Background: an optimization exercise with open tools, aiming at small area. Do not read the settings as production practice.
In this exercise RTL edits were held to simulation tests only and were not proved equivalent to the original.

### flow/config.mk
export PLATFORM = sky130hd
export DESIGN_NAME = bi_link_top
export DESIGN_NICKNAME = bi_link_top
export VERILOG_FILES = /design/flow/design.v
export SDC_FILE = /design/flow/constraint.sdc
export NUM_CORES = 4
export LEC_CHECK = 0
export ABC_AREA = 1
export CAP_MARGIN = 0
export CORE_MARGIN = 2
export CORE_UTILIZATION = 60
export SLEW_MARGIN = 0
### flow/constraint.sdc
create_clock -name core_clock -period 12.0 [get_ports {clk}]
set_input_delay 2.4000 -clock core_clock [delete_from_list [all_inputs] [get_ports {clk}]]
set_output_delay 2.4000 -clock core_clock [all_outputs]
set_load 0.01 [all_outputs]
### flow/design.v
package bi_pkg;
    localparam int DATA_W = 32;
    localparam int NUM_SEG = 4;
    localparam int SEG_W = DATA_W / NUM_SEG;
    localparam int LINK_W = DATA_W + NUM_SEG;
    localparam int HIST_BINS = NUM_SEG * (SEG_W / 2 + 1) + 1;
    localparam int LIVE_BINS = NUM_SEG * (SEG_W / 2) + 1;
    localparam int BIN_W = $clog2(HIST_BINS);
    localparam int HIST_CNT_W = 16;
    localparam int SUM_W = 22;
    typedef struct packed {
        logic [DATA_W-1:0]  data;
        logic [NUM_SEG-1:0] inv;
    } link_word_t;
endpackage
module bi_tx_stage (
    input  logic                      clk,
    input  logic                      rst_n,
    input  logic [bi_pkg::DATA_W-1:0] in_data_i,
    input  logic                      in_valid_i,
    output logic                      in_ready_o,
    input  logic                      tx_ready_i,
    output logic [bi_pkg::DATA_W-1:0] tx_data_o,
    output logic                      tx_valid_o
);
    logic [bi_pkg::DATA_W-1:0] data_q;
    logic              full_q;
    assign in_ready_o = ~full_q | tx_ready_i;
    always_ff @(posedge clk or negedge rst_n) begin
        if (!rst_n) begin
            full_q <= 1'b0;
        end else begin
            full_q <= (in_valid_i & in_ready_o) | (full_q & ~tx_ready_i);
        end
    end
    always_ff @(posedge clk) begin
        if (in_ready_o) begin
            data_q <= in_data_i;
        end
    end
    assign tx_data_o = data_q;
    assign tx_valid_o = full_q;
endmodule
module bi_seg_coder (
    input  logic [bi_pkg::SEG_W-1:0] seg_i,
    input  logic [bi_pkg::SEG_W-1:0] raw_i,
    input  logic                     inv_i,
    output logic                     inv_o,
    output logic [2:0]               tog_o
);
    logic [bi_pkg::SEG_W-1:0] d;
    logic [3:0]               c;
    logic                     gt4;
    assign d = seg_i ^ raw_i;
    logic s1, c1, s2, c2, s3, c3, k1, t, k2, k3;
    assign {c1, s1} = 2'(d[0]) + 2'(d[1]) + 2'(d[2]);
    assign {c2, s2} = 2'(d[3]) + 2'(d[4]) + 2'(d[5]);
    assign {c3, s3} = {d[6] & d[7], d[6] ^ d[7]};
    assign {k1, c[0]} = 2'(s1) + 2'(s2) + 2'(s3);
    assign {k2, t} = 2'(c1) + 2'(c2) + 2'(c3);
    assign {k3, c[1]} = {t & k1, t ^ k1};
    assign c[2] = k2 ^ k3;
    assign c[3] = k2 & k3;
    assign gt4 = c[3] | (c[2] & (c[1] | c[0]));
    assign inv_o = inv_i ^ gt4;
    assign tog_o = gt4 ? 3'(4'd9 - c) : c[2:0];
endmodule
module bi_link_reg (
    input  logic                      clk,
    input  logic                      rst_n,
    input  logic                      tx_full_i,
    input  logic                      link_ready_i,
    output logic                      tx_ready_o,
    output logic                      load_o,
    output logic                      full_o,
    input  logic [bi_pkg::DATA_W-1:0] raw_i,
    input  logic [bi_pkg::NUM_SEG-1:0] inv_i,
    output logic [bi_pkg::DATA_W-1:0] raw_o,
    output logic [bi_pkg::NUM_SEG-1:0] inv_o,
    output bi_pkg::link_word_t        link_o
);
    logic [bi_pkg::DATA_W-1:0]  raw_q;
    logic [bi_pkg::NUM_SEG-1:0] inv_q;
    logic                       full_q;
    assign tx_ready_o = ~full_q | link_ready_i;
    assign load_o = tx_full_i & tx_ready_o;
    always_ff @(posedge clk or negedge rst_n) begin
        if (!rst_n) begin
            full_q <= 1'b0;
        end else begin
            full_q <= load_o | (full_q & ~link_ready_i);
        end
    end
    assign full_o = full_q;
    always_ff @(posedge clk or negedge rst_n) begin
        if (!rst_n) begin
            raw_q <= '0;
            inv_q <= '0;
        end else if (load_o) begin
            raw_q <= raw_i;
            inv_q <= inv_i;
        end
    end
    assign raw_o = raw_q;
    assign inv_o = inv_q;
    always_comb begin
        for (int s = 0; s < bi_pkg::NUM_SEG; s++) begin
            link_o.data[s*bi_pkg::SEG_W +: bi_pkg::SEG_W] =
                raw_q[s*bi_pkg::SEG_W +: bi_pkg::SEG_W] ^ {bi_pkg::SEG_W{inv_q[s]}};
        end
        link_o.inv = inv_q;
    end
endmodule
module bi_rx_stage (
    input  logic                      clk,
    input  logic                      rst_n,
    input  logic [bi_pkg::DATA_W-1:0] raw_i,
    input  logic                      link_full_i,
    output logic                      link_ready_o,
    output logic [bi_pkg::DATA_W-1:0] out_data_o,
    output logic                      out_valid_o,
    input  logic                      out_ready_i
);
    logic [bi_pkg::DATA_W-1:0] data_q;
    logic              full_q;
    assign link_ready_o = ~full_q | out_ready_i;
    always_ff @(posedge clk or negedge rst_n) begin
        if (!rst_n) begin
            full_q <= 1'b0;
        end else begin
            full_q <= (link_full_i & link_ready_o) | (full_q & ~out_ready_i);
        end
    end
    always_ff @(posedge clk) begin
        if (link_ready_o) begin
            data_q <= raw_i;
        end
    end
    assign out_data_o = data_q;
    assign out_valid_o = full_q;
endmodule
module bi_transition_stats (
    input  logic                     clk,
    input  logic                     rst_n,
    input  logic                     load_i,
    input  logic [4*3-1:0]           tog_i,
    input  logic                     stat_req_i,
    output logic                     stat_valid_o,
    output logic [bi_pkg::BIN_W-1:0] stat_bin_o,
    output logic [bi_pkg::SUM_W-1:0] stat_sum_o
);
    localparam int NB = bi_pkg::LIVE_BINS;
    localparam int CW = bi_pkg::HIST_CNT_W;
    localparam int BW = bi_pkg::BIN_W;
    localparam int SW = bi_pkg::SUM_W;
    localparam int PW = SW - 1;
    logic [BW-1:0] hit_bin;
    assign hit_bin = BW'(tog_i[2:0]) + BW'(tog_i[5:3]) + BW'(tog_i[8:6]) + BW'(tog_i[11:9]);
    logic [CW-1:0] hist_q [NB];
    logic [CW-1:0] hist_t [NB];
    always_comb begin
        for (int i = 0; i < NB; i++) begin
            hist_t[i][0] = load_i & (hit_bin == BW'(i));
            for (int k = 1; k < CW; k++) begin
                hist_t[i][k] = hist_t[i][k-1] & hist_q[i][k-1];
            end
        end
    end
    always_ff @(posedge clk or negedge rst_n) begin
        if (!rst_n) begin
            for (int i = 0; i < NB; i++) begin
                hist_q[i] <= '0;
            end
        end else begin
            for (int i = 0; i < NB; i++) begin
                hist_q[i] <= hist_q[i] ^ hist_t[i];
            end
        end
    end
    logic [BW-1:0] cnt_q;
    logic          idle;
    logic          req_accept;
    logic          stat_valid_q;
    logic [CW-1:0] h;
    assign idle = (cnt_q == '0);
    assign req_accept = idle & stat_req_i;
    always_comb begin
        h = '0;
        for (int i = 0; i < NB; i++) begin
            h = h | (hist_q[i] & {CW{cnt_q == BW'(i)}});
        end
    end
    always_ff @(posedge clk or negedge rst_n) begin
        if (!rst_n) begin
            cnt_q <= '0;
            stat_valid_q <= 1'b0;
        end else begin
            if (req_accept) begin
                cnt_q <= BW'(1);
                stat_valid_q <= 1'b0;
            end else if (cnt_q == BW'(bi_pkg::HIST_BINS + 1)) begin
                cnt_q <= '0;
                stat_valid_q <= 1'b1;
            end else if (!idle) begin
                cnt_q <= cnt_q + 1'b1;
            end
        end
    end
    logic [PW-1:0] p_q;
    logic [PW-1:0] p_in;
    logic [PW-1:0] p_s;
    logic [PW:0]   p_c;
    logic          fin;
    logic          q_en;
    logic [SW-1:0] q_b;
    logic [SW-1:0] q_s;
    logic [SW:0]   q_c;
    logic [CW-1:0] run_max_q;
    logic [BW-1:0] run_bin_q;
    logic [SW-1:0] run_sum_q;
    assign fin = (cnt_q == BW'(NB));
    assign q_en = ~idle & (cnt_q <= BW'(NB));
    assign q_b = fin ? {p_q[SW-5:0], 4'b0000} : ~{1'b0, p_q};
    assign p_in = idle ? '0 : p_q;
    always_comb begin
        p_c[0] = 1'b0;
        for (int i = 0; i < PW; i++) begin
            logic hb;
            hb = (i < CW) ? h[i] : 1'b0;
            p_s[i] = p_in[i] ^ hb ^ p_c[i];
            p_c[i+1] = (p_in[i] & hb) | (p_in[i] & p_c[i]) | (hb & p_c[i]);
        end
        q_c[0] = ~fin;
        for (int i = 0; i < SW; i++) begin
            q_s[i] = run_sum_q[i] ^ q_b[i] ^ q_c[i];
            q_c[i+1] = (run_sum_q[i] & q_b[i]) | (run_sum_q[i] & q_c[i]) | (q_b[i] & q_c[i]);
        end
    end
    always_ff @(posedge clk) begin
        p_q <= p_s;
        if (req_accept) begin
            run_max_q <= h;
            run_bin_q <= '0;
        end else if (!idle) begin
            if (h > run_max_q) begin
                run_max_q <= h;
                run_bin_q <= cnt_q;
            end
        end
        if (req_accept) begin
            run_sum_q <= '0;
        end else if (q_en) begin
            run_sum_q <= q_s;
        end
    end
    assign stat_valid_o = stat_valid_q;
    assign stat_bin_o = run_bin_q;
    assign stat_sum_o = run_sum_q;
endmodule
module bi_link_top (
    input  logic                      clk,
    input  logic                      rst_n,
    input  logic [bi_pkg::DATA_W-1:0] in_data_i,
    input  logic                      in_valid_i,
    output logic                      in_ready_o,
    output logic [bi_pkg::DATA_W-1:0] out_data_o,
    output logic                      out_valid_o,
    input  logic                      out_ready_i,
    output bi_pkg::link_word_t        link_o,
    input  logic                      stat_req_i,
    output logic                      stat_valid_o,
    output logic [bi_pkg::BIN_W-1:0]  stat_bin_o,
    output logic [bi_pkg::SUM_W-1:0]  stat_sum_o
);
    logic [bi_pkg::DATA_W-1:0]  tx_data;
    logic                       tx_ready;
    logic                       tx_full;
    logic                       load;
    logic [bi_pkg::DATA_W-1:0]  link_raw;
    logic [bi_pkg::NUM_SEG-1:0] link_inv;
    logic                       link_full;
    logic                       link_ready;
    logic [bi_pkg::NUM_SEG-1:0] code_inv;
    logic [4*3-1:0]             seg_tog;
    bi_tx_stage u_tx_stage (
        .clk        (clk),
        .rst_n      (rst_n),
        .in_data_i  (in_data_i),
        .in_valid_i (in_valid_i),
        .in_ready_o (in_ready_o),
        .tx_ready_i (tx_ready),
        .tx_data_o  (tx_data),
        .tx_valid_o (tx_full)
    );
    for (genvar g = 0; g < bi_pkg::NUM_SEG; g++) begin : gen_seg_coder
        bi_seg_coder u_seg_coder (
            .seg_i (tx_data[g*bi_pkg::SEG_W +: bi_pkg::SEG_W]),
            .raw_i (link_raw[g*bi_pkg::SEG_W +: bi_pkg::SEG_W]),
            .inv_i (link_inv[g]),
            .inv_o (code_inv[g]),
            .tog_o (seg_tog[g*3 +: 3])
        );
    end
    bi_link_reg u_link_reg (
        .clk          (clk),
        .rst_n        (rst_n),
        .tx_full_i    (tx_full),
        .link_ready_i (link_ready),
        .tx_ready_o   (tx_ready),
        .load_o       (load),
        .full_o       (link_full),
        .raw_i        (tx_data),
        .inv_i        (code_inv),
        .raw_o        (link_raw),
        .inv_o        (link_inv),
        .link_o       (link_o)
    );
    bi_rx_stage u_rx_stage (
        .clk          (clk),
        .rst_n        (rst_n),
        .raw_i        (link_raw),
        .link_full_i  (link_full),
        .link_ready_o (link_ready),
        .out_data_o   (out_data_o),
        .out_valid_o  (out_valid_o),
        .out_ready_i  (out_ready_i)
    );
    bi_transition_stats u_stats (
        .clk          (clk),
        .rst_n        (rst_n),
        .load_i       (load),
        .tog_i        (seg_tog),
        .stat_req_i   (stat_req_i),
        .stat_valid_o (stat_valid_o),
        .stat_bin_o   (stat_bin_o),
        .stat_sum_o   (stat_sum_o)
    );
endmodule
### flow/flow/run.sh
#!/bin/bash
# Standard layout with three changes:
#  - synthesis maps the logic with an area-oriented ABC script (flow/abc_area.script);
#    everything else in synthesis, registers included, is the standard synthesis
#  - the port buffers use the smallest buffer cell
#  - clock tree synthesis uses larger sink clusters and no dummy loads
set -euo pipefail
W=$(pwd)
# the standard synthesis script, with only the ABC script swapped
sed "s|^source \$::env(SCRIPTS_DIR)/synth_preamble.tcl|&\nset abc_args [lreplace \$abc_args 1 1 $W/flow/abc_area.script]|" \
    "$FLOW_HOME/scripts/synth.tcl" > "$W/area_synth_body.tcl"
grep -q "abc_area.script\]" "$W/area_synth_body.tcl"
sed "s|source \$::env(SCRIPTS_DIR)/synth.tcl|source $W/area_synth_body.tcl|" "$W/synth_recipe.tcl" > "$W/area_synth.tcl"
grep -q "area_synth_body.tcl" "$W/area_synth.tcl"
sed "s|SYNTH_SCRIPT=[^ ]*|SYNTH_SCRIPT=$W/area_synth.tcl|" "$W/standard.sh" > "$W/area_standard.sh"
grep -q "SYNTH_SCRIPT=$W/area_synth.tcl" "$W/area_standard.sh"
export BUFFER_PORTS_ARGS="-buffer_cell sky130_fd_sc_hd__buf_1"
export CTS_ARGS="-sink_clustering_enable -repair_clock_nets -sink_clustering_size 20 -sink_clustering_max_diameter 60 -buf_list \"sky130_fd_sc_hd__clkbuf_8 sky130_fd_sc_hd__clkbuf_16\" -dont_use_dummy_load"
bash "$W/area_standard.sh" > "$W/standard.log" 2>&1
### flow/flow/abc_area.script
strash
&get -n
&fraig -x
&put
dc2
strash
&get -n
&dch -f
&nf -a -p -R 1000
&put
topo
dnsize -c
### flow/standard.sh
#!/bin/bash
# synth_recipe.tcl (not shown) runs the flow's synth.tcl, then flattens the netlist and writes it again
# the make line also repeats each setting of config.mk as NAME=value (left out here)
make -C /OpenROAD-flow-scripts/flow DESIGN_CONFIG=/design/flow/config.mk WORK_HOME=/design/flow/orfs CLKGATE_MAP_FILE= SYNTH_SCRIPT=/design/flow/synth_recipe.tcl "${@:-finish}"
==> results of run 1 <==
==> state kept, by name, indices dropped and copies added (netlist names) <==
register and flops:
u_stats.run_max_q 16, u_rx_stage.data_q 32, u_stats.run_sum_q 22, u_tx_stage.full_q 1, u_stats.stat_valid_q 1, u_stats.p_q 21, u_tx_stage.data_q 32, u_rx_stage.full_q 1
u_stats.cnt_q 5, u_link_reg.inv_q 4, u_link_reg.full_q 1, u_stats.hist_q 272, u_link_reg.raw_q 32, u_stats.run_bin_q 5
==> worst reg2reg max path: cells and delay by family, from the launching register on <==
kind,cells,cell delay (ps)
AOI/OAI and AO/OA,1,210
xor gates and xnor gates,1,110
DFF,1,450
adders and majority gates,20,6600
and+or+nand+nor,4,1420
buffers and inverters,3,260
==> stage by stage <==
stage	utilization
6_report	0.6719
5_1_grt	0.6719
4_1_cts	0.6719
3_5_place_dp	0.6449
3_3_place_gp	0.6449
2_1_floorplan	-
==> per-layer routing <==
layer / GRT usage / vias up / routed length, um
met1: 0.3599 / 6179 / 19290
met3: 0.03799 / 85 / 2473
li1: - / 5778 / -
met5: 0 / - / 0
met4: 0.08480 / 0 / 1343
met2: 0.4390 / 297 / 21550
==> synthesized netlist by cell type <==
| cell | instances |
|---|---|
| a211oi_1 | 2 |
| a21o_1 | 4 |
| a21oi_1 | 49 |
| a221o_1 | 6 |
| a221oi_1 | 1 |
| a222oi_1 | 53 |
| a22o_1 | 7 |
| a22oi_1 | 28 |
| a311oi_1 | 2 |
| a31oi_1 | 1 |
| a32o_1 | 1 |
| and2_0 | 9 |
| and3_1 | 3 |
| and4_1 | 1 |
| buf_4 | 4 |
| clkinv_1 | 96 |
| dfrtp_1 | 317 |
| dfxtp_1 | 48 |
| edfxtp_1 | 80 |
| fa_1 | 56 |
| ha_1 | 300 |
| nand2_1 | 203 |
| nand2b_1 | 8 |
| nand3_1 | 19 |
| nand3b_1 | 2 |
| nand4_1 | 11 |
| nor2_1 | 53 |
| nor2b_1 | 5 |
| nor3_1 | 7 |
| nor4_1 | 1 |
| o211ai_1 | 1 |
| o21ai_0 | 32 |
| o21bai_1 | 1 |
| o221ai_1 | 1 |
| o22a_1 | 2 |
| or2_0 | 1 |
| or3_1 | 14 |
| or4_1 | 1 |
| xnor2_1 | 30 |
| xor2_1 | 66 |
==> worst max-delay path by stage <==
stage / to / slack (ps) / from / depth (start not counted)
floorplan: u_stats.p_q[19] / 3240 / u_stats.cnt_q[0] / 30
global route: u_stats.p_q[20] / 2420 / u_stats.cnt_q[0] / 31
global placement: u_stats.p_q[20] / 3060 / u_stats.cnt_q[0] / 29
CTS: u_stats.p_q[20] / 2900 / u_stats.cnt_q[0] / 31
detailed placement: u_stats.p_q[20] / 2920 / u_stats.cnt_q[0] / 31
finish: u_stats.p_q[20] / 2870 / u_stats.cnt_q[0] / 29
==> area by class of cell <==
type	count	share of cell area
flip-flops and latches	445	0.5039
inverters	96	0.01607
clock buffers	36	0.04019
multi-input cells	981	0.3829
well taps	448	0.02500
repair buffers	162	0.03198
==> logic make-up (layout without fill, tap and decap cells) <==
| logic type | count (synthesis) | in the layout | synth area share |
|---|---|---|---|
| flip-flops | 445 | 445 | 0.5579 |
| adder cells (fa/ha/maj) | 356 | 356 | 0.2408 |
| AND/OR/NAND/NOR | 338 | 338 | 0.07150 |
| AO/OA/AOI/OAI | 191 | 191 | 0.06897 |
| buffers and inverters | 100 | 294 | 0.01928 |
| XOR/XNOR | 96 | 96 | 0.04153 |
==> out/qor.csv, run 1 <==
stage,metric,value,unit
drt,wire per inst,20.60,um
final_layout,Layout area overhead,10.73,%
clock_tree,H-tree Lvls,2,
critical_path,worst reg2reg setup slack,2870,ps
clock_tree,Hold Buf Count CTS,0,
drt,Routed Antenna Nets,0,
run_status,outcome,"complete, no violations",
synth,Synth area leaders,"dfrtp_1 (39%), ha_1 (19%), edfxtp_1 (12%), fa_1 (5.5%), dfxtp_1 (4.7%)",
floorplanning,I/O pins,135,
critical_path,slowest CP cell,nor2_1,
critical_path,Critical Path AT,9570,ps
final_layout,design area,0.02242,sq mm
clock_tree,CTS root buf,clkbuf_16,
floorplanning,initial cell density of the core,0.6068,
critical_path,startpoint class of the critical path,flop,
final_layout,most frequent cells in the layout,"dfrtp_1 (317), ha_1 (300), nand2_1 (203), buf_1 (133), clkinv_1 (96)",
drt,first-pass iteration count of the detailed router,8,
critical_path,Worst R2R End,u_stats.p_q[20],
floorplanning,Die X,187.7,um
critical_path,CP peak stage delay,840,ps
timing,pins over their slew limit,0,
synth,Yosys top cell area share,0.3918,
synth,syn avg cell area,13.27,sq um
clock_tree,CTS tree,done,
synth,Post-Synthesis Cells,1526,
synth,Syn Nets,1919,
place,RePlAce Congestion,0.8336,
worst_hold_path,WHS Path Cells,2,
critical_path,"Req. time, crit path",12440,ps
global_routing,vias in the first global route,12890,
critical_path,CP bufs+invs,3,
drt,residual DRC count,0,
final_layout,nets@finish,2115,
timing,min cycle time layout,9133,ps
timing,Worst Slack Setup Final,2867,ps
final_layout,layout cell share with drive strength beyond 1,0.04070,
timing,crit share post-route,0.7611,
synth,register area share after synthesis,0.5579,
timing,Clock Skew,41.96,ps
timing,Hold WS,468.6,ps
run,Max Cap Violations,0,
global_routing,global-route wire length before repair,71.03,mm
clock_tree,Clock Sink Count,445,
timing,Final Hold Vio Count,0,
floorplanning,Die Y,187.7,um
floorplanning,Site Rows,67,
floorplanning,core box area,0.03336,sq mm
floorplanning,Die ar.,0.03523,sq mm
final_layout,final cell count without fillers,2168,
timing,setup tns final,0,ps
final_layout,"most common cell after layout, fill and taps aside",dfrtp_1,
drt,Vias,12340,
global_routing,gr ovfl total,0,
synth,Yosys warnings,6,
critical_path,"delay-heaviest family, CP",adder cells,
critical_path,Critical R2R Launch,u_stats.cnt_q[0],
clock_tree,Post-CTS Setup Bufs,0,
synth,post-synthesis cell type with the largest combined area,dfrtp_1,
place,DP HPWL,32.86,mm
clock_tree,post-CTS sizing,0,
synth,count of cell types in the netlist,40,
critical_path,FF-to-FF path depth,29,
drt,Detailed Route Iter0 Violations,978,
timing,final setup fails,0,
timing,Highest Clock Rate,0.1095,GHz
final_layout,area occupied by multi-input gates,0.008583,sq mm
place,number of port buffers,134,
worst_hold_path,min-delay src,u_tx_stage.data_q[9],
clock_tree,Skew-Pair Late Insertion Delay,540,ps
clock_tree,"CTS clk-pin slew, worst paths",80,ps
place,dpl ws,2925,ps
synth,"Cell Area, Synth",0.02025,sq mm
clock_tree,clk buf depth,3,
synth,Yosys reg bits,445,
place,Placed Cells,2132,
critical_path,worst-path fanout max,9,
timing,Worst-Margin Slew,1111,ps
drt,drt total wl,44.66,mm
worst_hold_path,Hold EP,u_link_reg.raw_q[9],
final_layout,sequential cell area,0.01130,sq mm
place,placed instance area,0.02152,sq mm
global_routing,pin count of the biggest net entering global routing,83,
timing,RSZ-0062 raised after global routing,no,
clock_tree,total CTS buffers,36,
drt,DR vias/cell,5.691,
timing,Rel. slew slack,0.2566,
global_routing,initial antenna violation count,0,
final_layout,fill count,2562,
global_routing,GR Util All Layers,0.2633,
critical_path,most used cell along the critical path,fa_1,
final_layout,# diodes,0,
worst_hold_path,HP Class,flop to flop,
critical_path,Setup crit end kind,flop,
critical_path,critical setup path kind,flop to flop,
==> run 2, diff against run 1 <==
--- a/flow/flow/run.sh
+++ b/flow/flow/run.sh
@@ -15,5 +15,5 @@
 sed "s|SYNTH_SCRIPT=[^ ]*|SYNTH_SCRIPT=$W/area_synth.tcl|" "$W/standard.sh" > "$W/area_standard.sh"
 grep -q "SYNTH_SCRIPT=$W/area_synth.tcl" "$W/area_standard.sh"
 export BUFFER_PORTS_ARGS="-buffer_cell sky130_fd_sc_hd__buf_1"
-export CTS_ARGS="-sink_clustering_enable -repair_clock_nets -sink_clustering_size 20 -sink_clustering_max_diameter 60 -buf_list \"sky130_fd_sc_hd__clkbuf_8 sky130_fd_sc_hd__clkbuf_16\" -dont_use_dummy_load"
+export CTS_ARGS="-sink_clustering_enable -repair_clock_nets -sink_clustering_size 33 -sink_clustering_max_diameter 60 -buf_list sky130_fd_sc_hd__clkbuf_16 -dont_use_dummy_load"
 bash "$W/area_standard.sh" > "$W/standard.log" 2>&1
==> run 2 against run 1 <==
Against the previous run:
- highest routed layer unchanged
- sequential share of layout area stayed put
- final area stayed put
- maximum frequency is 0.53% lower
- still clean on timing, DRC and antenna
- non-clock buffer count stayed put
- flip-flop and latch count stayed put
- setup slack worse by 49 ps
- synthesized area stayed put
- via count is 0.62% higher
- synthesized cell count stayed put
- largest cell class unchanged
- global-route usage is 0.055 points lower
==> out/qor.csv, run 2 <==
stage,metric,value,unit,change
final_layout,Largest Register,u_stats.hist_q,,unchanged
synth,share of flip-flops with an asynchronous set or reset,0.7124,,unchanged
critical_path,"Req. time, crit path",12440,ps,about the same
timing,final setup fails,0,,unchanged
floorplanning,Site Rows,67,,unchanged
global_routing,pin count of the biggest net entering global routing,83,,unchanged
final_layout,most frequent cells in the layout,"dfrtp_1 (317), ha_1 (300), nand2_1 (203), buf_1 (133), clkinv_1 (96)",,unchanged
synth,Post-Synthesis Cells,1526,,unchanged
clock_tree,post-CTS sizing,0,,unchanged
synth,count of cell types in the netlist,40,,unchanged
critical_path,most used cell along the critical path,fa_1,,unchanged
final_layout,Layout area overhead,10.73,%,unchanged
critical_path,startpoint class of the critical path,flop,,unchanged
clock_tree,"CTS clk-pin slew, worst paths",80,ps,about the same
timing,Final Hold Vio Count,0,,unchanged
drt,Routed Antenna Nets,0,,unchanged
synth,Yosys top cell area share,0.3918,,unchanged
timing,Rel. slew slack,0.2246,,was 0.2566
synth,Yosys warnings,6,,unchanged
synth,post-synthesis cell type with the largest combined area,dfrtp_1,,unchanged
global_routing,global-route wire length before repair,70.90,mm,was 71.03 mm
clock_tree,Skew-Pair Late Insertion Delay,570,ps,was 540 ps
critical_path,Critical Path AT,9620,ps,was 9570 ps
place,RePlAce Congestion,0.8336,,unchanged
drt,DR vias/cell,5.727,,was 5.691
drt,drt total wl,44.77,mm,was 44.66 mm
floorplanning,I/O pins,135,,unchanged
final_layout,nets@finish,2115,,unchanged
synth,"count leader, synth",dfrtp_1,,unchanged
synth,register area share after synthesis,0.5579,,unchanged
drt,met2 WL,21.63,mm,was 21.55 mm
clock_tree,Hold Buf Count CTS,0,,unchanged
final_layout,Final Util,0.6719,,unchanged
floorplanning,initial cell density of the core,0.6068,,unchanged
timing,RSZ-0062 raised after global routing,no,,unchanged
synth,Yosys reg bits,445,,unchanged
final_layout,area occupied by multi-input gates,0.008583,sq mm,unchanged
final_layout,# diodes,0,,unchanged
run,Max Cap Violations,0,,unchanged
clock_tree,clk buf depth,3,,unchanged
drt,first-pass iteration count of the detailed router,6,,was 8
drt,Vias,12420,,was 12340
run_status,outcome,"complete, no violations",,unchanged
timing,crit share post-route,0.7652,,was 0.7611
clock_tree,Clock Sink Count,445,,unchanged
drt,Detailed Route Iter0 Violations,906,,was 978
synth,Syn Nets,1919,,unchanged
clock_tree,Post-CTS Setup Bufs,0,,unchanged
synth,commonest cells in the netlist,"dfrtp_1 (317), ha_1 (300), nand2_1 (203)",,unchanged
critical_path,critical setup path kind,flop to flop,,unchanged
timing,Clock Skew,68.30,ps,was 41.96 ps
drt,residual DRC count,0,,unchanged
floorplanning,core box area,0.03336,sq mm,unchanged
final_layout,sequential cell area,0.01130,sq mm,unchanged
clock_tree,total CTS buffers,36,,unchanged
final_layout,fill count,2564,,was 2562
critical_path,"delay-heaviest family, CP",adder cells,,unchanged
critical_path,CP bufs+invs,3,,unchanged
floorplanning,Die ar.,0.03523,sq mm,unchanged
clock_tree,H-tree Lvls,2,,unchanged
timing,setup tns final,0,ps,unchanged
final_layout,layout cell share with drive strength beyond 1,0.04070,,unchanged
final_layout,final cell count without fillers,2168,,unchanged
global_routing,vias in the first global route,12870,,was 12890
drt,DR WL met3,2.112,mm,was 2.473 mm
critical_path,worst-path fanout max,9,,unchanged
synth,syn avg cell area,13.27,sq um,unchanged
global_routing,gr ovfl total,0,,unchanged
final_layout,max FFs per register,272,,unchanged
final_layout,"most common cell after layout, fill and taps aside",dfrtp_1,,unchanged
timing,min cycle time layout,9182,ps,was 9133 ps
floorplanning,Die X,187.7,um,unchanged
global_routing,GR Util All Layers,0.2627,,was 0.2633
timing,pins over their slew limit,0,,unchanged
place,DP HPWL,32.86,mm,unchanged
drt,wire per inst,20.65,um,was 20.60 um
timing,Worst-Margin Slew,1159,ps,was 1111 ps
synth,top_reg_cell synth,dfrtp_1,,unchanged
synth,"Cell Area, Synth",0.02025,sq mm,unchanged
worst_hold_path,HP Class,flop to flop,,unchanged
clock_tree,CTS tree,done,,unchanged
critical_path,CP peak stage delay,880,ps,was 840 ps
synth,Synth area leaders,"dfrtp_1 (39%), ha_1 (19%), edfxtp_1 (12%), fa_1 (5.5%), dfxtp_1 (4.7%)",,unchanged
synth,Post-synth EDFFs,80,,unchanged
critical_path,Setup crit end kind,flop,,unchanged
critical_path,slowest CP cell,nor2_1,,unchanged
drt,top sig layer,met4,,unchanged
floorplanning,Die Y,187.7,um,unchanged
place,number of port buffers,134,,unchanged
place,Placed Cells,2132,,unchanged
clock_tree,CTS root buf,clkbuf_16,,unchanged
timing,Highest Clock Rate,0.1089,GHz,was 0.1095 GHz
global_routing,initial antenna violation count,0,,unchanged
drt,M1 wire length,19.66,mm,was 19.29 mm
==> run 2: cell counts after synthesis <==
Identical to the previous run, type by type.
==> run 2: path summary, 6_finish.rpt <==
kind,from,end,slack (ps),cells past startpoint
max,u_stats.cnt_q[0],u_stats.p_q[20],2820,29
min,u_tx_stage.data_q[9],u_link_reg.raw_q[9],470,2
max reg2reg,u_stats.cnt_q[0],u_stats.p_q[20],2820,29
min reg2reg,u_tx_stage.data_q[9],u_link_reg.raw_q[9],470,2
max in group asynchronous,rst_n,u_stats.hist_q[6][6],8060,3
min in group asynchronous,rst_n,u_stats.hist_q[10][14],1770,1
==> run 2: cells by family (layout without fill, tap and decap cells) <==
logic type               after synthesis  in the layout  share of synthesized area
XOR/XNOR                              96             96                    0.04153
adder cells (fa/ha/maj)              356            356                     0.2408
flip-flops                           445            445                     0.5579
AND/OR/NAND/NOR                      338            338                    0.07150
buffers and inverters                100            294                    0.01928
AO/OA/AOI/OAI                        191            191                    0.06897
==> run 2: worst reg2reg max path, delay by kind of cell (launching register included) <==
kind | cells | cell delay, ps
xor gates and xnor gates | 1 | 110
buffers and inverters | 3 | 260
adders and majority gates | 20 | 6610
AOI/OAI and AO/OA | 1 | 200
DFF | 1 | 450
and+or+nand+nor | 4 | 1480
==> run 2: per-layer routing <==
metal	up-vias	track usage
met2	297	0.4377
met4	0	0.08328
met5	-	0
li1	5771	-
met3	90	0.03762
met1	6258	0.3603
==> run 2: layout make-up <==
class,count,area share
sequential,445,0.5039
multi-input combinational,981,0.3829
tap,448,0.02500
inverter,96,0.01607
timing repair buffer,162,0.03198
clock buffer,36,0.04019
==> run 2: per-stage QoR <==
stage	hold WS, ps	setup WS (ps)	instance area [sq um]
2_1_floorplan	435.8	3240	20250
3_3_place_gp	459.8	3058	21520
3_5_place_dp	462.3	2925	21520
4_1_cts	472.2	2905	22420
5_1_grt	492.6	2420	22420
6_report	467.8	2818	22420
==> run 3, diff against run 2 <==
--- a/flow/flow/run.sh
+++ b/flow/flow/run.sh
@@ -15,5 +15,5 @@
 sed "s|SYNTH_SCRIPT=[^ ]*|SYNTH_SCRIPT=$W/area_synth.tcl|" "$W/standard.sh" > "$W/area_standard.sh"
 grep -q "SYNTH_SCRIPT=$W/area_synth.tcl" "$W/area_standard.sh"
 export BUFFER_PORTS_ARGS="-buffer_cell sky130_fd_sc_hd__buf_1"
-export CTS_ARGS="-sink_clustering_enable -repair_clock_nets -sink_clustering_size 33 -sink_clustering_max_diameter 60 -buf_list sky130_fd_sc_hd__clkbuf_16 -dont_use_dummy_load"
+export CTS_ARGS="-sink_clustering_enable -repair_clock_nets -sink_clustering_size 30 -sink_clustering_max_diameter 80 -buf_list sky130_fd_sc_hd__clkbuf_16 -dont_use_dummy_load"
 bash "$W/area_standard.sh" > "$W/standard.log" 2>&1
--- a/flow/config.mk
+++ b/flow/config.mk
@@ -8,5 +8,5 @@
 export ABC_AREA = 1
 export CAP_MARGIN = 0
 export CORE_MARGIN = 2
-export CORE_UTILIZATION = 60
+export CORE_UTILIZATION = 75
 export SLEW_MARGIN = 0
==> run 3 against run 2 <==
Against the previous run:
- wire length fell by 2.2%
- worst hold slack improved by 14 ps
- sequential share of layout area rose by 1.3 points
- cell count fell by 5.8%
==> out/qor.csv, run 3 <==
stage,metric,value,unit,change
clock_tree,Skew-Pair Late Insertion Delay,550,ps,was 570 ps
floorplanning,Die ar.,0.02832,sq mm,was 0.03523 sq mm
drt,first-pass iteration count of the detailed router,7,,was 6
critical_path,CP peak stage delay,950,ps,was 880 ps
synth,Post-Synthesis Cells,1526,,unchanged
place,Placed Cells,2023,,was 2132
drt,drt total wl,43.76,mm,was 44.77 mm
critical_path,worst reg2reg setup slack,2680,ps,was 2820 ps
synth,Yosys warnings,6,,unchanged
timing,final setup fails,0,,unchanged
timing,Hold WS,481.5,ps,was 467.8 ps
critical_path,worst-path fanout max,10,,was 9
drt,residual DRC count,0,,unchanged
place,DP HPWL,32.03,mm,was 32.86 mm
final_layout,layout cell share with drive strength beyond 1,0.02998,,was 0.04070
global_routing,pin count of the biggest net entering global routing,181,,was 83
critical_path,Critical R2R Launch,u_stats.cnt_q[0],,unchanged
synth,post-synthesis cell type with the largest combined area,dfrtp_1,,unchanged
clock_tree,H-tree Lvls,1,,was 2
critical_path,slowest CP cell,nor3_2,,was nor2_1
timing,pins over their slew limit,0,,unchanged
critical_path,FF-to-FF path depth,31,,was 29
floorplanning,Die Y,168.3,um,was 187.7 um
synth,share of flip-flops with an asynchronous set or reset,0.7124,,unchanged
place,number of port buffers,134,,unchanged
critical_path,startpoint class of the critical path,flop,,unchanged
final_layout,area occupied by multi-input gates,0.008583,sq mm,unchanged
final_layout,most frequent cells in the layout,"dfrtp_1 (317), ha_1 (300), nand2_1 (203), buf_1 (133), clkinv_1 (96)",,unchanged
final_layout,nets@finish,2096,,was 2115
run,Max Cap Violations,0,,unchanged
global_routing,global-route wire length before repair,70.04,mm,was 70.90 mm
worst_hold_path,min-delay src,u_stats.hist_q[1][15],,was u_tx_stage.data_q[9]
synth,top_reg_cell synth,dfrtp_1,,unchanged
drt,wire per inst,21.43,um,was 20.65 um
clock_tree,total CTS buffers,19,,was 36
floorplanning,core box area,0.02673,sq mm,was 0.03336 sq mm
critical_path,"Req. time, crit path",12450,ps,was 12440 ps
clock_tree,CTS root buf,clkbuf_16,,unchanged
drt,Vias,12590,,was 12420
drt,Routed Antenna Nets,0,,unchanged
timing,RSZ-0062 raised after global routing,no,,unchanged
timing,Final Hold Vio Count,0,,unchanged
final_layout,design area,0.02186,sq mm,was 0.02242 sq mm
final_layout,fill count,1522,,was 2564
floorplanning,initial cell density of the core,0.7575,,was 0.6068
clock_tree,clk buf depth,3,,unchanged
synth,Yosys reg bits,445,,unchanged
place,RePlAce Congestion,0.8604,,was 0.8336
critical_path,Setup crit end kind,flop,,unchanged
floorplanning,I/O pins,135,,unchanged
clock_tree,Hold Buf Count CTS,0,,unchanged
drt,Detailed Route Iter0 Violations,1311,,was 906
global_routing,GR Util All Layers,0.3192,,was 0.2627
final_layout,Largest Register,u_stats.hist_q,,unchanged
final_layout,max FFs per register,272,,unchanged
synth,"Cell Area, Synth",0.02025,sq mm,unchanged
global_routing,vias in the first global route,13210,,was 12870
synth,register area share after synthesis,0.5579,,unchanged
synth,Syn Nets,1919,,unchanged
timing,min cycle time layout,9323,ps,was 9182 ps
floorplanning,Site Rows,60,,was 67
timing,Worst-Margin Slew,1237,ps,was 1159 ps
worst_hold_path,HP Class,flop to flop,,unchanged
place,placed instance area,0.02138,sq mm,was 0.02152 sq mm
synth,Yosys top cell area share,0.3918,,unchanged
critical_path,critical setup path kind,flop to flop,,unchanged
final_layout,sequential cell area,0.01130,sq mm,unchanged
synth,Synth area leaders,"dfrtp_1 (39%), ha_1 (19%), edfxtp_1 (12%), fa_1 (5.5%), dfxtp_1 (4.7%)",,unchanged
synth,commonest cells in the netlist,"dfrtp_1 (317), ha_1 (300), nand2_1 (203)",,unchanged
drt,DR vias/cell,6.164,,was 5.727
timing,Clock Skew,45.13,ps,was 68.30 ps
synth,syn avg cell area,13.27,sq um,unchanged
synth,count of cell types in the netlist,40,,unchanged
critical_path,Worst R2R End,u_stats.p_q[20],,unchanged
final_layout,# diodes,0,,unchanged
critical_path,most used cell along the critical path,fa_1,,unchanged
clock_tree,Clock Sink Count,445,,unchanged
worst_hold_path,WHS Path Cells,1,,was 2
synth,"count leader, synth",dfrtp_1,,unchanged
global_routing,gr ovfl total,0,,unchanged
clock_tree,CTS tree,done,,unchanged
floorplanning,Die X,168.3,um,was 187.7 um
synth,Post-synth EDFFs,80,,unchanged
worst_hold_path,Hold EP,u_stats.hist_q[1][15],,was u_link_reg.raw_q[9]
clock_tree,post-CTS sizing,0,,unchanged
critical_path,Critical Path AT,9770,ps,was 9620 ps
timing,crit share post-route,0.7769,,was 0.7652
timing,Highest Clock Rate,0.1073,GHz,was 0.1089 GHz
timing,Rel. slew slack,0.1707,,was 0.2246
final_layout,"most common cell after layout, fill and taps aside",dfrtp_1,,unchanged
final_layout,Layout area overhead,7.954,%,was 10.73%
clock_tree,"CTS clk-pin slew, worst paths",110,ps,was 80 ps
global_routing,initial antenna violation count,0,,unchanged
final_layout,final cell count without fillers,2042,,was 2168
run_status,outcome,"complete, no violations",,unchanged
timing,setup tns final,0,ps,unchanged
clock_tree,Post-CTS Setup Bufs,0,,unchanged
## run 3: final cells by class
class	count	area share
multi-input combinational	981	0.3927
timing repair buffer	160	0.03269
tap	341	0.01952
inverter	96	0.01649
sequential	445	0.5168
clock buffer	19	0.02175
## run 3: cell families (layout without fill, tap and decap cells)
logic type / after synthesis / in the layout / share of synthesized area
adders and majority gates: 356 / 356 / 0.2408
xor gates and xnor gates: 96 / 96 / 0.04153
AOI/OAI and AO/OA: 191 / 191 / 0.06897
DFF: 445 / 445 / 0.5579
buffers and inverters: 100 / 275 / 0.01928
and+or+nand+nor: 338 / 338 / 0.07150
## run 3: critical path, delay by kind of cell (launching register included)
family                   cells  cell delay (ps)
AO/OA/AOI/OAI                1              180
XOR/XNOR                     1              120
adder cells (fa/ha/maj)     21             6800
buffers and inverters        4              340
flip-flops                   1              460
AND/OR/NAND/NOR              4             1350
## run 3: how the worst max path moves through the flow
stage | start | end
detailed placement | u_stats.cnt_q[0] | u_stats.p_q[20]
global route | u_stats.cnt_q[0] | u_stats.p_q[20]
global placement | u_stats.cnt_q[0] | u_stats.p_q[19]
CTS | u_stats.cnt_q[0] | u_stats.p_q[20]
floorplan | u_stats.cnt_q[0] | u_stats.p_q[19]
finish | u_stats.cnt_q[0] | u_stats.p_q[20]
## run 3: stage by stage
stage	worst slack, ps	util
after floorplan	3240	-
after global placement	3122	0.8000
after detailed placement	2834	0.8000
after CTS	2761	0.8178
after global routing	2290	0.8178
final	2677	0.8178
## run 3: per-layer routing
layer  global-route usage  up-vias  wire length (um)
met5                    0        -                 0
met2               0.5522      394             22260
li1                     -     5745                 -
met4              0.09033        0              1222
met3              0.03879       72              2462
met1               0.4338     6375             17820
==> run 4, diff against run 3 <==
==> flow/flow/abc_area.script (replaced) <==
strash
&get -n
&fraig -x
&put
dc2
strash
&get -n
&dch -f
&nf -a -p -R 1000
&put
topo
stime -c
buffer -c
upsize -c
dnsize -c
==> run 4 against run 3 <==
Against the previous run:
- synthesized area up 1.4%
- count of clock-buffer cells in the layout stayed put
- clock skew rose by 16 ps
- sequential share of layout area is 0.11 points lower
- wire length shrank 2.7%
- via count shrank 0.16%
- setup slack improved by 300 ps
- largest cell class unchanged
==> out/qor.csv, run 4 <==
stage,metric,value,unit,change
critical_path,Setup crit end kind,flop,,unchanged
synth,share of flip-flops with an asynchronous set or reset,0.7124,,unchanged
critical_path,worst-path fanout max,16,,was 10
timing,RSZ-0062 raised after global routing,no,,unchanged
floorplanning,Site Rows,60,,unchanged
synth,Post-synth EDFFs,80,,unchanged
clock_tree,Post-CTS Setup Bufs,0,,unchanged
global_routing,GR Util All Layers,0.3088,,was 0.3192
critical_path,startpoint class of the critical path,flop,,unchanged
clock_tree,CTS tree,done,,unchanged
place,DP HPWL,31.61,mm,was 32.03 mm
clock_tree,total CTS buffers,19,,unchanged
synth,syn avg cell area,13.07,sq um,was 13.27 sq um
final_layout,Largest Register,u_stats.hist_q,,unchanged
timing,Clock Skew,60.82,ps,was 45.13 ps
clock_tree,Skew-Pair Late Insertion Delay,560,ps,was 550 ps
run_status,outcome,"complete, no violations",,unchanged
timing,Final Hold Vio Count,0,,unchanged
floorplanning,Die Y,169.4,um,was 168.3 um
final_layout,area occupied by multi-input gates,0.008636,sq mm,was 0.008583 sq mm
synth,Yosys top cell area share,0.3865,,was 0.3918
floorplanning,Die ar.,0.02870,sq mm,was 0.02832 sq mm
synth,"count leader, synth",dfrtp_1,,unchanged
place,RePlAce Congestion,0.8409,,was 0.8604
final_layout,"most common cell after layout, fill and taps aside",dfrtp_1,,unchanged
timing,Worst-Margin Slew,1015,ps,was 1237 ps
clock_tree,Hold Buf Count CTS,0,,unchanged
final_layout,Final Util,0.8150,,was 0.8178
drt,Detailed Route Iter0 Violations,1073,,was 1311
synth,Synth area leaders,"dfrtp_1 (39%), ha_1 (18%), edfxtp_1 (12%), fa_1 (5.5%), dfxtp_1 (4.7%)",,"was dfrtp_1 (39%), ha_1 (19%), edfxtp_1 (12%), fa_1 (5.5%), dfxtp_1 (4.7%)"
synth,top_reg_cell synth,dfrtp_1,,unchanged
timing,final setup fails,0,,unchanged
synth,register area share after synthesis,0.5504,,was 0.5579
global_routing,gr ovfl total,0,,unchanged
place,Placed Cells,2024,,was 2023
global_routing,pin count of the biggest net entering global routing,85,,was 181
final_layout,final cell count without fillers,2043,,was 2042
global_routing,global-route wire length before repair,68.48,mm,was 70.04 mm
floorplanning,I/O pins,135,,unchanged
clock_tree,clk buf depth,3,,unchanged
drt,Vias,12570,,was 12590
place,number of port buffers,134,,unchanged
global_routing,initial antenna violation count,1,,was 0
clock_tree,CTS root buf,clkbuf_16,,unchanged
final_layout,Layout area overhead,6.731,%,was 7.954%
critical_path,CP peak stage delay,650,ps,was 950 ps
worst_hold_path,HP Class,flop to flop,,unchanged
timing,Hold WS,476.9,ps,was 481.5 ps
final_layout,layout cell share with drive strength beyond 1,0.04583,,was 0.02998
floorplanning,Die X,169.4,um,was 168.3 um
synth,count of cell types in the netlist,52,,was 40
clock_tree,H-tree Lvls,1,,unchanged
synth,commonest cells in the netlist,"dfrtp_1 (317), ha_1 (300), nand2_1 (199)",,"was dfrtp_1 (317), ha_1 (300), nand2_1 (203)"
floorplanning,initial cell density of the core,0.7636,,was 0.7575
floorplanning,core box area,0.02688,sq mm,was 0.02673 sq mm
critical_path,Critical Path AT,9470,ps,was 9770 ps
drt,DR vias/cell,6.151,,was 6.164
clock_tree,post-CTS sizing,0,,unchanged
synth,"Cell Area, Synth",0.02052,sq mm,was 0.02025 sq mm
timing,setup tns final,0,ps,unchanged
timing,Rel. slew slack,0.3230,,was 0.1707
synth,post-synthesis cell type with the largest combined area,dfrtp_1,,unchanged
critical_path,"Req. time, crit path",12450,ps,about the same
timing,pins over their slew limit,0,,unchanged
critical_path,most used cell along the critical path,fa_1,,unchanged
final_layout,max FFs per register,272,,unchanged
run,Max Cap Violations,0,,unchanged
clock_tree,"CTS clk-pin slew, worst paths",110,ps,about the same
synth,Post-Synthesis Cells,1570,,was 1526
timing,crit share post-route,0.7517,,was 0.7769
global_routing,vias in the first global route,13240,,was 13210
drt,wire per inst,20.84,um,was 21.43 um
drt,first-pass iteration count of the detailed router,7,,unchanged
timing,min cycle time layout,9020,ps,was 9323 ps
drt,drt total wl,42.58,mm,was 43.76 mm
critical_path,critical setup path kind,flop to flop,,unchanged
final_layout,sequential cell area,0.01130,sq mm,unchanged
critical_path,slowest CP cell,nor2_2,,was nor3_2
drt,residual DRC count,0,,unchanged
timing,Highest Clock Rate,0.1109,GHz,was 0.1073 GHz
final_layout,# diodes,0,,unchanged
final_layout,most frequent cells in the layout,"dfrtp_1 (317), ha_1 (300), nand2_1 (199), buf_1 (133), inv_1 (84)",,"was dfrtp_1 (317), ha_1 (300), nand2_1 (203), buf_1 (133), clkinv_1 (96)"
synth,Yosys warnings,6,,unchanged
final_layout,fill count,1610,,was 1522
clock_tree,Clock Sink Count,445,,unchanged
synth,Yosys reg bits,445,,unchanged
final_layout,nets@finish,2097,,was 2096
synth,Syn Nets,1963,,was 1919
drt,Routed Antenna Nets,0,,unchanged
run 4: cell types whose count changed in the layout (fill, tap and decap cells not counted), moves of 7 or more:
cell      delta
and2_1       +7
and2_0       -7
inv_2       +12
inv_1       +84
clkinv_1    -96
run 4: per-layer routing:
layer	track usage	wire, um	up-vias
met5	0	12	-
met4	0.09439	1317	2
met3	0.04431	2352	75
met2	0.5301	21260	365
met1	0.4149	17640	6392
li1	-	-	5732
run 4: worst max-delay path: cells and delay by family, from the launching register on:
family                   cells  cell delay (ps)
adder cells (fa/ha/maj)     20             6680
AND/OR/NAND/NOR              4             1170
flip-flops                   1              460
buffers and inverters        3              270
AO/OA/AOI/OAI                1              240
XOR/XNOR                     1              110
run 4: cell type report:
type / instances / share of cell area
flip-flops and latches: 445 / 0.5157
multi-input cells: 981 / 0.3943
repair buffers: 161 / 0.03239
clock buffers: 19 / 0.02171
well taps: 341 / 0.01948
inverters: 96 / 0.01645
run 4: path summary, 6_finish.rpt:
path	start	end	slack (ps)	cells after the start
setup reg to reg	u_stats.cnt_q[0]	u_stats.p_q[20]	2980	29
min in group asynchronous	rst_n	u_stats.hist_q[15][9]	1960	1
max in group asynchronous	rst_n	u_stats.hist_q[0][6]	8050	3
hold reg to reg	u_link_reg.full_q	u_rx_stage.full_q	480	1
setup / recovery	u_stats.cnt_q[0]	u_stats.p_q[20]	2980	29
hold / removal	u_link_reg.full_q	u_rx_stage.full_q	480	1
run 4: cell families after synthesis:
logic type | Yosys count | share of synthesized area
AOI/OAI and AO/OA | 191 | 0.06865
adders and majority gates | 356 | 0.2375
and+or+nand+nor | 338 | 0.07322
buffers and inverters | 144 | 0.02920
DFF | 445 | 0.5504
xor gates and xnor gates | 96 | 0.04097
run 4: through the flow:
stage               worst slack (ps)  cell area (sq um)
floorplan                       3869              20520
detailed placement              3071              21430
global route                    2624              21900
global placement                3304              21430
CTS                             3025              21900
finish                          2980              21900
==> run 5, diff against run 4 <==
==> flow/flow/abc_area.script (replaced) <==
strash
&get -n
&fraig -x
&put
dc2
strash
&get -n
&dch -f
&nf -a -p -R 1000
&put
topo
dnsize -c
--- a/flow/config.mk
+++ b/flow/config.mk
@@ -8,5 +8,5 @@
 export ABC_AREA = 1
 export CAP_MARGIN = 0
 export CORE_MARGIN = 2
-export CORE_UTILIZATION = 75
+export CORE_UTILIZATION = 60
 export SLEW_MARGIN = 0
==> run 5 against run 4 <==
Against the previous run:
- highest routed layer unchanged
- worst hold slack worse by 13 ps
- cell count grew 5.4%
- critical path depth increased by 2
- count of clock-buffer cells in the layout is 3 higher
- via count fell by 2.3%
- critical endpoint unchanged
- synthesized area is 1.3% lower
- still clean on timing, DRC and antenna
==> out/qor.csv, run 5 <==
stage,metric,value,unit,change
clock_tree,Post-CTS Setup Bufs,0,,unchanged
synth,Yosys warnings,6,,unchanged
critical_path,CP bufs+invs,4,,was 3
final_layout,layout cell share with drive strength beyond 1,0.03283,,was 0.04583
critical_path,Worst R2R End,u_stats.p_q[20],,unchanged
final_layout,most frequent cells in the layout,"dfrtp_1 (317), ha_1 (300), nand2_1 (203), buf_1 (133), clkinv_1 (96)",,"was dfrtp_1 (317), ha_1 (300), nand2_1 (199), buf_1 (133), inv_1 (84)"
synth,post-synthesis cell type with the largest combined area,dfrtp_1,,unchanged
synth,Synth area leaders,"dfrtp_1 (39%), ha_1 (19%), edfxtp_1 (12%), fa_1 (5.5%), dfxtp_1 (4.7%)",,"was dfrtp_1 (39%), ha_1 (18%), edfxtp_1 (12%), fa_1 (5.5%), dfxtp_1 (4.7%)"
synth,Post-synth EDFFs,80,,unchanged
drt,wire per inst,20.61,um,was 20.84 um
critical_path,Setup crit end kind,flop,,unchanged
final_layout,"most common cell after layout, fill and taps aside",dfrtp_1,,unchanged
timing,pins over their slew limit,0,,unchanged
final_layout,area occupied by multi-input gates,0.008583,sq mm,was 0.008636 sq mm
floorplanning,core box area,0.03336,sq mm,was 0.02688 sq mm
timing,final setup fails,0,,unchanged
timing,min cycle time layout,9223,ps,was 9020 ps
critical_path,critical setup path kind,flop to flop,,unchanged
timing,Worst Slack Setup Final,2777,ps,was 2980 ps
final_layout,fill count,2595,,was 1610
place,dpl ws,2925,ps,was 3071 ps
drt,Routed Antenna Nets,0,,unchanged
timing,Rel. slew slack,0.2038,,was 0.3230
synth,share of flip-flops with an asynchronous set or reset,0.7124,,unchanged
clock_tree,CTS root buf,clkbuf_16,,unchanged
clock_tree,H-tree Lvls,1,,unchanged
timing,RSZ-0062 raised after global routing,no,,unchanged
floorplanning,Die X,187.7,um,was 169.4 um
global_routing,GR Util All Layers,0.2597,,was 0.3088
clock_tree,post-CTS sizing,0,,unchanged
place,RePlAce Congestion,0.8336,,was 0.8409
critical_path,worst reg2reg setup slack,2780,ps,was 2980 ps
critical_path,CP peak stage delay,830,ps,was 650 ps
synth,commonest cells in the netlist,"dfrtp_1 (317), ha_1 (300), nand2_1 (203)",,"was dfrtp_1 (317), ha_1 (300), nand2_1 (199)"
run_status,outcome,"complete, no violations",,unchanged
critical_path,Critical Path AT,9670,ps,was 9470 ps
drt,residual DRC count,0,,unchanged
final_layout,# diodes,0,,unchanged
drt,Detailed Route Iter0 Violations,904,,was 1073
global_routing,gr ovfl total,0,,unchanged
synth,Yosys top cell area share,0.3918,,was 0.3865
global_routing,initial antenna violation count,0,,was 1
drt,drt total wl,44.40,mm,was 42.58 mm
drt,Vias,12280,,was 12570
clock_tree,total CTS buffers,22,,was 19
floorplanning,Site Rows,67,,was 60
worst_hold_path,HP Class,flop to flop,,unchanged
place,Placed Cells,2132,,was 2024
worst_hold_path,Hold EP,u_link_reg.raw_q[17],,was u_rx_stage.full_q
clock_tree,Clock Sink Count,445,,unchanged
critical_path,"delay-heaviest family, CP",adder cells,,unchanged
drt,DR vias/cell,5.699,,was 6.151
final_layout,final cell count without fillers,2154,,was 2043
global_routing,global-route wire length before repair,70.52,mm,was 68.48 mm
synth,top_reg_cell synth,dfrtp_1,,unchanged
critical_path,"Req. time, crit path",12450,ps,about the same
synth,register area share after synthesis,0.5579,,was 0.5504
floorplanning,Die ar.,0.03523,sq mm,was 0.02870 sq mm
timing,Clock Skew,59.75,ps,was 60.82 ps
synth,count of cell types in the netlist,40,,was 52
critical_path,most used cell along the critical path,fa_1,,unchanged
global_routing,vias in the first global route,12760,,was 13240
clock_tree,Hold Buf Count CTS,0,,unchanged
drt,first-pass iteration count of the detailed router,8,,was 7
critical_path,startpoint class of the critical path,flop,,unchanged
synth,Post-Synthesis Cells,1526,,was 1570
place,placed instance area,0.02152,sq mm,was 0.02143 sq mm
clock_tree,"CTS clk-pin slew, worst paths",110,ps,about the same
final_layout,design area,0.02207,sq mm,was 0.02190 sq mm
critical_path,worst-path fanout max,8,,was 16
clock_tree,CTS tree,done,,unchanged
final_layout,nets@finish,2101,,was 2097
synth,syn avg cell area,13.27,sq um,was 13.07 sq um
clock_tree,Skew-Pair Late Insertion Delay,570,ps,was 560 ps
floorplanning,Die Y,187.7,um,was 169.4 um
final_layout,max FFs per register,272,,unchanged
timing,crit share post-route,0.7686,,was 0.7517
synth,"Cell Area, Synth",0.02025,sq mm,was 0.02052 sq mm
floorplanning,initial cell density of the core,0.6068,,was 0.7636
place,DP HPWL,32.86,mm,was 31.61 mm
final_layout,sequential cell area,0.01130,sq mm,unchanged
clock_tree,clk buf depth,3,,unchanged
timing,Worst-Margin Slew,1190,ps,was 1015 ps
critical_path,slowest CP cell,nor2_1,,was nor2_2
final_layout,Largest Register,u_stats.hist_q,,unchanged
synth,Syn Nets,1919,,was 1963
run,Max Cap Violations,0,,unchanged
floorplanning,I/O pins,135,,unchanged
critical_path,Critical R2R Launch,u_stats.cnt_q[0],,unchanged
final_layout,Layout area overhead,8.998,%,was 6.731%
worst_hold_path,min-delay src,u_tx_stage.data_q[17],,was u_link_reg.full_q
synth,"count leader, synth",dfrtp_1,,unchanged
place,number of port buffers,134,,unchanged
synth,Yosys reg bits,445,,unchanged
timing,Final Hold Vio Count,0,,unchanged
worst_hold_path,WHS Path Cells,2,,was 1
timing,setup tns final,0,ps,unchanged
critical_path,FF-to-FF path depth,31,,was 29
critical_path,Setup crit start,u_stats.cnt_q[0],,unchanged
timing,Highest Clock Rate,0.1084,GHz,was 0.1109 GHz
global_routing,pin count of the biggest net entering global routing,83,,was 85
## run 5: final cells by class
class | count | share of cell area
Sequential cell | 445 | 0.5119
Timing Repair Buffer | 162 | 0.03249
Inverter | 96 | 0.01633
Multi-Input combinational cell | 981 | 0.3890
Tap cell | 448 | 0.02540
Clock buffer | 22 | 0.02495
## run 5: logic make-up after synthesis
| kind of cell | after synthesis | synth area share |
|---|---|---|
| flops | 445 | 0.5579 |
| fa+ha+maj | 356 | 0.2408 |
| simple gates | 338 | 0.07150 |
| compound gates | 191 | 0.06897 |
| buf+inv | 100 | 0.01928 |
| xor+xnor | 96 | 0.04153 |
## run 5: worst max path at each step
| stage | cells past startpoint | slack (ps) | endpoint |
|---|---|---|---|
| after floorplan | 30 | 3240 | u_stats.p_q[19] |
| after global placement | 29 | 3060 | u_stats.p_q[20] |
| after detailed placement | 31 | 2920 | u_stats.p_q[20] |
| after CTS | 31 | 2830 | u_stats.p_q[20] |
| after global routing | 31 | 2350 | u_stats.p_q[20] |
| final | 31 | 2780 | u_stats.p_q[20] |
## run 5: worst min-delay path, cell delays in order, from the launching register on
cell	delay, ps
edfxtp_1	360
nand2_1	60
nand2_1	60
## run 5: metrics by stage
step | utilization | hold slack, ps
floorplan | - | 435.8
global placement | 0.6449 | 459.8
detailed placement | 0.6449 | 462.3
CTS | 0.6614 | 471.7
global route | 0.6614 | 484.0
finish | 0.6614 | 464.2
## run 5: layer usage
| metal | routed length, um | part of all wire | GRT usage | vias up |
|---|---|---|---|---|
| met1 | 19400 | 0.44 | 0.3569 | 6200 |
| met5 | 88 | 0.0020 | 0.01786 | - |
| li1 | - | - | - | 5749 |
| met2 | 21710 | 0.49 | 0.4392 | 256 |
| met3 | 1970 | 0.044 | 0.03462 | 68 |
| met4 | 1233 | 0.028 | 0.06693 | 2 |
==> run 6, diff against run 5 <==
--- a/flow/design.v
+++ b/flow/design.v
@@ -218,6 +218,16 @@
     logic [CW-1:0] run_max_q;
     logic [BW-1:0] run_bin_q;
     logic [SW-1:0] run_sum_q;
+    logic h_gt;
+    always_comb begin
+        logic eq;
+        h_gt = 1'b0;
+        eq = 1'b1;
+        for (int i = CW - 1; i >= 0; i--) begin
+            h_gt = h_gt | (eq & h[i] & ~run_max_q[i]);
+            eq = eq & ~(h[i] ^ run_max_q[i]);
+        end
+    end
     assign fin = (cnt_q == BW'(NB));
     assign q_en = ~idle & (cnt_q <= BW'(NB));
     assign q_b = fin ? {p_q[SW-5:0], 4'b0000} : ~{1'b0, p_q};
@@ -242,7 +252,7 @@
             run_max_q <= h;
             run_bin_q <= '0;
         end else if (!idle) begin
-            if (h > run_max_q) begin
+            if (h_gt) begin
                 run_max_q <= h;
                 run_bin_q <= cnt_q;
             end
--- a/flow/config.mk
+++ b/flow/config.mk
@@ -8,5 +8,6 @@
 export ABC_AREA = 1
 export CAP_MARGIN = 0
 export CORE_MARGIN = 2
-export CORE_UTILIZATION = 60
+export CORE_UTILIZATION = 75
+export GPL_TIMING_DRIVEN = 0
 export SLEW_MARGIN = 0
==> run 6 against run 5 <==
Against the previous run:
- still clean on timing, DRC and antenna
- critical endpoint unchanged
- sequential share of layout area is 0.61 points higher
- die area down 21%
- first-iteration DRC count increased by 34%
- clock skew down 12 ps
==> out/qor.csv, run 6 <==
stage,metric,value,unit,change
run_status,outcome,"complete, no violations",,unchanged
final_layout,Layout area overhead,9.122,%,was 8.998%
clock_tree,CTS tree,done,,unchanged
critical_path,"Req. time, crit path",12470,ps,was 12450 ps
place,Placed Cells,1907,,was 2132
worst_hold_path,min-delay src,u_link_reg.full_q,,was u_tx_stage.data_q[17]
critical_path,critical setup path kind,flop to flop,,unchanged
timing,pins over their slew limit,0,,unchanged
critical_path,Setup crit end kind,flop,,unchanged
timing,Worst-Margin Slew,1132,ps,was 1190 ps
clock_tree,"CTS clk-pin slew, worst paths",110,ps,about the same
timing,Final Hold Vio Count,0,,unchanged
final_layout,nets@finish,1971,,was 2101
drt,drt total wl,42.66,mm,was 44.40 mm
drt,top sig layer,met4,,was met5
critical_path,CP peak stage delay,890,ps,was 830 ps
synth,Post-Synthesis Cells,1417,,was 1526
drt,Routed Antenna Nets,0,,unchanged
clock_tree,Post-CTS Setup Bufs,0,,unchanged
global_routing,vias in the first global route,13330,,was 12760
final_layout,Final Util,0.8345,,was 0.6614
synth,Yosys top cell area share,0.3969,,was 0.3918
drt,met2 WL,21.63,mm,was 21.71 mm
critical_path,FF-to-FF path depth,30,,was 31
global_routing,initial antenna violation count,0,,unchanged
clock_tree,Skew-Pair Late Insertion Delay,540,ps,was 570 ps
final_layout,layout cell share with drive strength beyond 1,0.03960,,was 0.03283
critical_path,"delay-heaviest family, CP",adder cells,,unchanged
clock_tree,total CTS buffers,19,,was 22
place,DP HPWL,31.88,mm,was 32.86 mm
drt,residual DRC count,0,,unchanged
floorplanning,Die X,167.2,um,was 187.7 um
global_routing,GR Util All Layers,0.3192,,was 0.2597
drt,Detailed Route Iter0 Violations,1215,,was 904
synth,Yosys reg bits,445,,unchanged
clock_tree,Hold Buf Count CTS,0,,unchanged
clock_tree,post-CTS sizing,0,,unchanged
place,placed instance area,0.02133,sq mm,was 0.02152 sq mm
synth,count of cell types in the netlist,36,,was 40
synth,share of flip-flops with an asynchronous set or reset,0.7124,,unchanged
clock_tree,clk buf depth,3,,unchanged
synth,"count leader, synth",dfrtp_1,,unchanged
floorplanning,Die Y,167.2,um,was 187.7 um
synth,top_reg_cell synth,dfrtp_1,,unchanged
final_layout,max FFs per register,272,,unchanged
synth,Yosys warnings,6,,unchanged
timing,RSZ-0062 raised after global routing,no,,unchanged
synth,Post-synth EDFFs,80,,unchanged
synth,Syn Nets,1795,,was 1919
floorplanning,core box area,0.02613,sq mm,was 0.03336 sq mm
synth,Synth area leaders,"dfrtp_1 (40%), ha_1 (18%), edfxtp_1 (12%), fa_1 (5.6%), dfxtp_1 (4.8%)",,"was dfrtp_1 (39%), ha_1 (19%), edfxtp_1 (12%), fa_1 (5.5%), dfxtp_1 (4.7%)"
drt,M1 wire length,16.45,mm,was 19.40 mm
drt,first-pass iteration count of the detailed router,19,,was 8
final_layout,design area,0.02181,sq mm,was 0.02207 sq mm
timing,Clock Skew,47.36,ps,was 59.75 ps
timing,Rel. slew slack,0.2445,,was 0.2038
run,Max Cap Violations,0,,unchanged
floorplanning,initial cell density of the core,0.7648,,was 0.6068
worst_hold_path,HP Class,flop to flop,,unchanged
global_routing,global-route wire length before repair,69.56,mm,was 70.52 mm
clock_tree,Clock Sink Count,445,,unchanged
final_layout,"most common cell after layout, fill and taps aside",dfrtp_1,,unchanged
critical_path,CP bufs+invs,3,,was 4
final_layout,most frequent cells in the layout,"dfrtp_1 (317), ha_1 (285), buf_1 (133), nand2_1 (85)",,"was dfrtp_1 (317), ha_1 (300), nand2_1 (203), buf_1 (133), clkinv_1 (96)"
-- run 6: worst register-to-register path: cells and delay by family, from the launching register on --
kind	cells	cell delay, ps
adder cells (fa/ha/maj)	21	6850
buffers and inverters	3	260
AO/OA/AOI/OAI	2	420
AND/OR/NAND/NOR	3	1200
flip-flops	1	450
XOR/XNOR	1	110
-- run 6: cell families (layout without fill, tap and decap cells) --
logic type                 count (synthesis)  in the layout  synth area share
DFF                                      445            445            0.5652
buffers and inverters                     84            258           0.01653
and+or+nand+nor                          216            216           0.04808
adders and majority gates                346            346            0.2370
AOI/OAI and AO/OA                        197            197           0.07262
muxes                                     32             32           0.01803
xor gates and xnor gates                  97             97           0.04251
-- run 6: metal layers --
layer	GRT usage	up-vias
li1	-	5471
met1	0.4021	6208
met2	0.5553	459
met3	0.05318	123
met4	0.1338	0
met5	0	-
-- run 6: final cells by class --
type | count | area (sq um)
Sequential cell | 445 | 11300
Multi-Input combinational cell | 888 | 8422
Fill cell | 1422 | 4324
Timing Repair Buffer | 155 | 865.8
Clock buffer | 19 | 475.5
Tap cell | 335 | 419.2
Inverter | 80 | 300.3
Buffer | 4 | 30.03
-- run 6: through the flow --
stage,hold slack [ps],TNS [ps]
2_1_floorplan,435.8,0
3_3_place_gp,446.8,-2242250
3_5_place_dp,455.2,0
4_1_cts,474.5,0
5_1_grt,485.2,0
6_report,475.3,0
-- run 6: how the worst max path moves through the flow --
stage / start / end / cells past startpoint
finish: u_stats.cnt_q[1] / u_stats.p_q[20] / 30
global route: u_stats.cnt_q[1] / u_stats.p_q[20] / 30
CTS: u_stats.cnt_q[1] / u_stats.p_q[20] / 30
detailed placement: u_stats.cnt_q[1] / u_stats.p_q[20] / 30
global placement: rst_n / u_link_reg.raw_q[18] / 1
floorplan: u_stats.cnt_q[0] / u_stats.p_q[19] / 29

[port drivers added, routing unchanged]
The results above use ideal ports. As a check the final layouts listed here were re-extracted and re-timed, cells and wires unchanged.
Step 1 (the two cells are an assumption about what drives the block):
set clk [get_ports {clk}]
set_driving_cell -lib_cell sky130_fd_sc_hd__clkbuf_16 $clk
set_driving_cell -lib_cell sky130_fd_sc_hd__buf_2 [delete_from_list [all_inputs] $clk]
Step 2 also shifts input and output timing later by t, the mid clock arrival at the registers, as if the neighbouring blocks saw the same clock.
a / b / c = ideal ports / drivers / drivers and shift; a / b = the first two.
run	t, ns	setup slack, ns	worst data-port slew with drivers (ns)
run 1	0.575	2.867 / 2.867 / 2.867	0.07
run 2	0.590	2.818 / 2.818 / 2.818	0.07
run 3	0.577	2.677 / 2.677 / 2.677	0.06
run 4	0.578	2.980 / 2.980 / 2.980	0.07
run 5	0.590	2.777 / 2.777 / 2.777	0.06
run 6	0.573	2.641 / 2.641 / 2.641	0.05
After both steps every run listed still meets setup and hold.
